This design comes from an exercise in tuning for small area, a short achievable clock period and few clock cycles per item on the open sky130 flow, not from production work. The RTL was checked by simulation tests, not by an equivalence proof against the original design. No activity file was given, so power comes from the tool's default toggle rates.

// inverse_square_field_sum_core
module inverse_square_field_sum_core
(
    input  logic                     clk,
    input  logic                     rst_n,
    input  logic                     in_valid,
    output logic                     in_stall,
    input  isfs_pkg::isfs_in_t                 in_data,
    output logic                     out_valid,
    input  logic                     out_stall,
    output isfs_pkg::isfs_out_t                out_data,
    input  logic                     cfg_we,
    input  logic [CFG_IDX_BITS-1:0]  cfg_index,
    input  logic [CFG_DATA_BITS-1:0] cfg_data
);
Size: about 1500 flip-flops, roughly 94 I/O pins, ~84000 µm² of cells after synthesis.
make LEC_CHECK=0 CAP_MARGIN=20 CORE_MARGIN=2 CORE_UTILIZATION=60 SETUP_SLACK_MARGIN=5 SLEW_MARGIN=20 finish   # period 9.0 ns
run.sh (not shown) runs the stock make flow with config.mk's settings and CLKGATE_MAP_FILE= SYNTH_SCRIPT=/design/flow/synth_recipe.tcl, a recipe that flattens the netlist after the stock synthesis.
The starting point ran to the end with no violations.
Testbench counts at the start, summed over its fixed seeds: cycles 16,512, items 960.
==> next run, changes <==
--- a/flow/design.v
+++ b/flow/design.v
@@ -20,22 +20,21 @@
     typedef struct packed {
         logic [COORD_BITS-1:0] point_y;
         logic [COORD_BITS-1:0] point_x;
     } isfs_in_t;
     typedef struct packed {
         logic signed [OUT_BITS-1:0] end_y;
         logic signed [OUT_BITS-1:0] end_x;
     } isfs_out_t;
 endpackage
-module isfs_unit #(parameter int A0 = 0, parameter int SL = 16)
+module isfs_unit
 (
     input  logic        clk,
-    input  logic [SL-1:0] ring,      
     input  logic        aload,       
     input  logic        xload,       
     input  logic        yload,       
     input  logic [20:0] d2_in,
     input  logic        ovf_in,
     input  logic [4:0]  sr_in,       
     input  logic [3:0]  sq_in,       
     input  logic [20:0] mr_in,       
     input  logic        mb_in,       
@@ -55,57 +54,52 @@
     output logic        sgy,
     output logic        skx,
     output logic        sky
 );
     logic [20:0] d2;
     logic [20:0] m_r;
     logic [15:0] m_q;
     logic [19:0] s_r;
     logic [18:0] s_q;
+    logic [13:0] rad;
     logic [18:0] r;
     logic [18:0] x_r, y_r;
     logic [15:0] x_q, y_q;
     logic        sgy_l, sky_l;
-    logic [1:0] pair;
-    always_comb
-    begin
-        pair = 2'b00;
-        for (int k = 0; k < 7; k++)
-            if (ring[(A0 + 1 + k) % SL])
-                pair = pair | d2[13-2*k -: 2];
-    end
     logic [21:0] m_t, s_t;
     logic [22:0] m_d, s_d;
     logic        m_take, s_take;
     always_comb
     begin
         m_t    = {m_r, m_q[15]};
         m_take = !m_d[22];
-        s_t    = {s_r, pair};
+        s_t    = {s_r, rad[13:12]};
         s_take = !s_d[22];
     end
     always_ff @(posedge clk)
     begin
         if (aload)
         begin
             d2  <= d2_in;
             ovf <= ovf_in;
             m_r <= mr_in;
             m_q <= {mt_in, 8'h00, mb_in};
             s_r <= {15'd0, sr_in};
             s_q <= {15'd0, sq_in};
+            rad <= d2_in[13:0];
         end
         else
         begin
             m_r <= m_take ? m_d[20:0] : m_t[20:0];
             m_q <= {m_q[14:0], m_take};
             s_r <= s_take ? s_d[19:0] : s_t[19:0];
             s_q <= {s_q[17:0], s_take};
+            rad <= {rad[11:0], 2'b00};
         end
     end
     isfs_sub #(.N(22)) u_ms (.t(m_t), .d({1'b0, d2}), .diff(m_d[21:0]), .borrow(m_d[22]));
     isfs_sub #(.N(22)) u_ss (.t(s_t), .d({2'b00, s_q[17:0], 2'b01}), .diff(s_d[21:0]), .borrow(s_d[22]));
     logic [19:0] x_t, y_t;
     logic [20:0] x_d, y_d;
     logic        x_take, y_take;
     always_comb
     begin
@@ -888,21 +882,20 @@
         for (int i = 0; i < NL; i++)
             lact[i] = (3'(i) < cnt_eff);
     assign empty    = !va && !vb && !vc && !blocked;
     assign take     = in_valid && ready;
     assign adv      = ring[SLOT-1] || take;
     assign deliver  = vc && !out_valid_reg && (!blocked || hc);
     assign in_stall = !ready;
     for (genvar j = 0; j < NL; j++)
     begin : g_lane
-        isfs_unit #(.A0(2*j+3), .SL(SLOT)) u_lane (
+        isfs_unit u_lane (
             .clk      (clk),
-            .ring     (ring),
             .aload    (ring[2*j+3]),
             .xload    (ring[2*j+6]),
             .yload    (ring[2*j+7]),
             .d2_in    (d2c),
             .ovf_in   (ovfc),
             .sr_in    (sr4),
             .sq_in    (sq4),
             .mr_in    (mr1),
             .mb_in    (mb1),
Worst hold slack stays flat.
Sequential cell count rises by 70.
Total power rises by 2.7%.
Final area rises by about 2.2%.
Sequential power rises by about 4%.
Area after synthesis rises by 3.0%.
Clock power stays flat.
Testbench counts after the change, summed over its fixed seeds: cycles 16,512, items 960.

==> re-timing with driven ports <==
How much do the figures lean on ideal ports? The routed layouts below were timed once more, with nothing changed but the port constraints. Step 1 sets driving cells, clkbuf_16 on the clock port and buf_2 on the other inputs (assumed; they add their load-dependent delay and slew). Step 2 times the ports against the registers' clock, not the clock port: input delays grow and output delays shrink by t, the midpoint of the rising clock arrivals with the driver on. Slacks: ideal ports / drivers / drivers and shift; pairs: ideal ports / drivers.
| run | shift t [ns] | setup WS [ns] | worst setup path after step 2 | latest minus earliest clock arrival (ns) |
|---|---|---|---|---|
| the first run | 0.858 | 5.072 / 5.072 / 4.777 | input to register | 0.035 / 0.036 |
| the second run | 0.892 | 5.074 / 5.074 / 4.422 | input to register | 0.034 / 0.034 |
After both steps setup and hold are still met in every run listed. The setup slack of the second run, which loses most, moves by 0.000 ns with the drivers and by -0.652 ns with both steps.
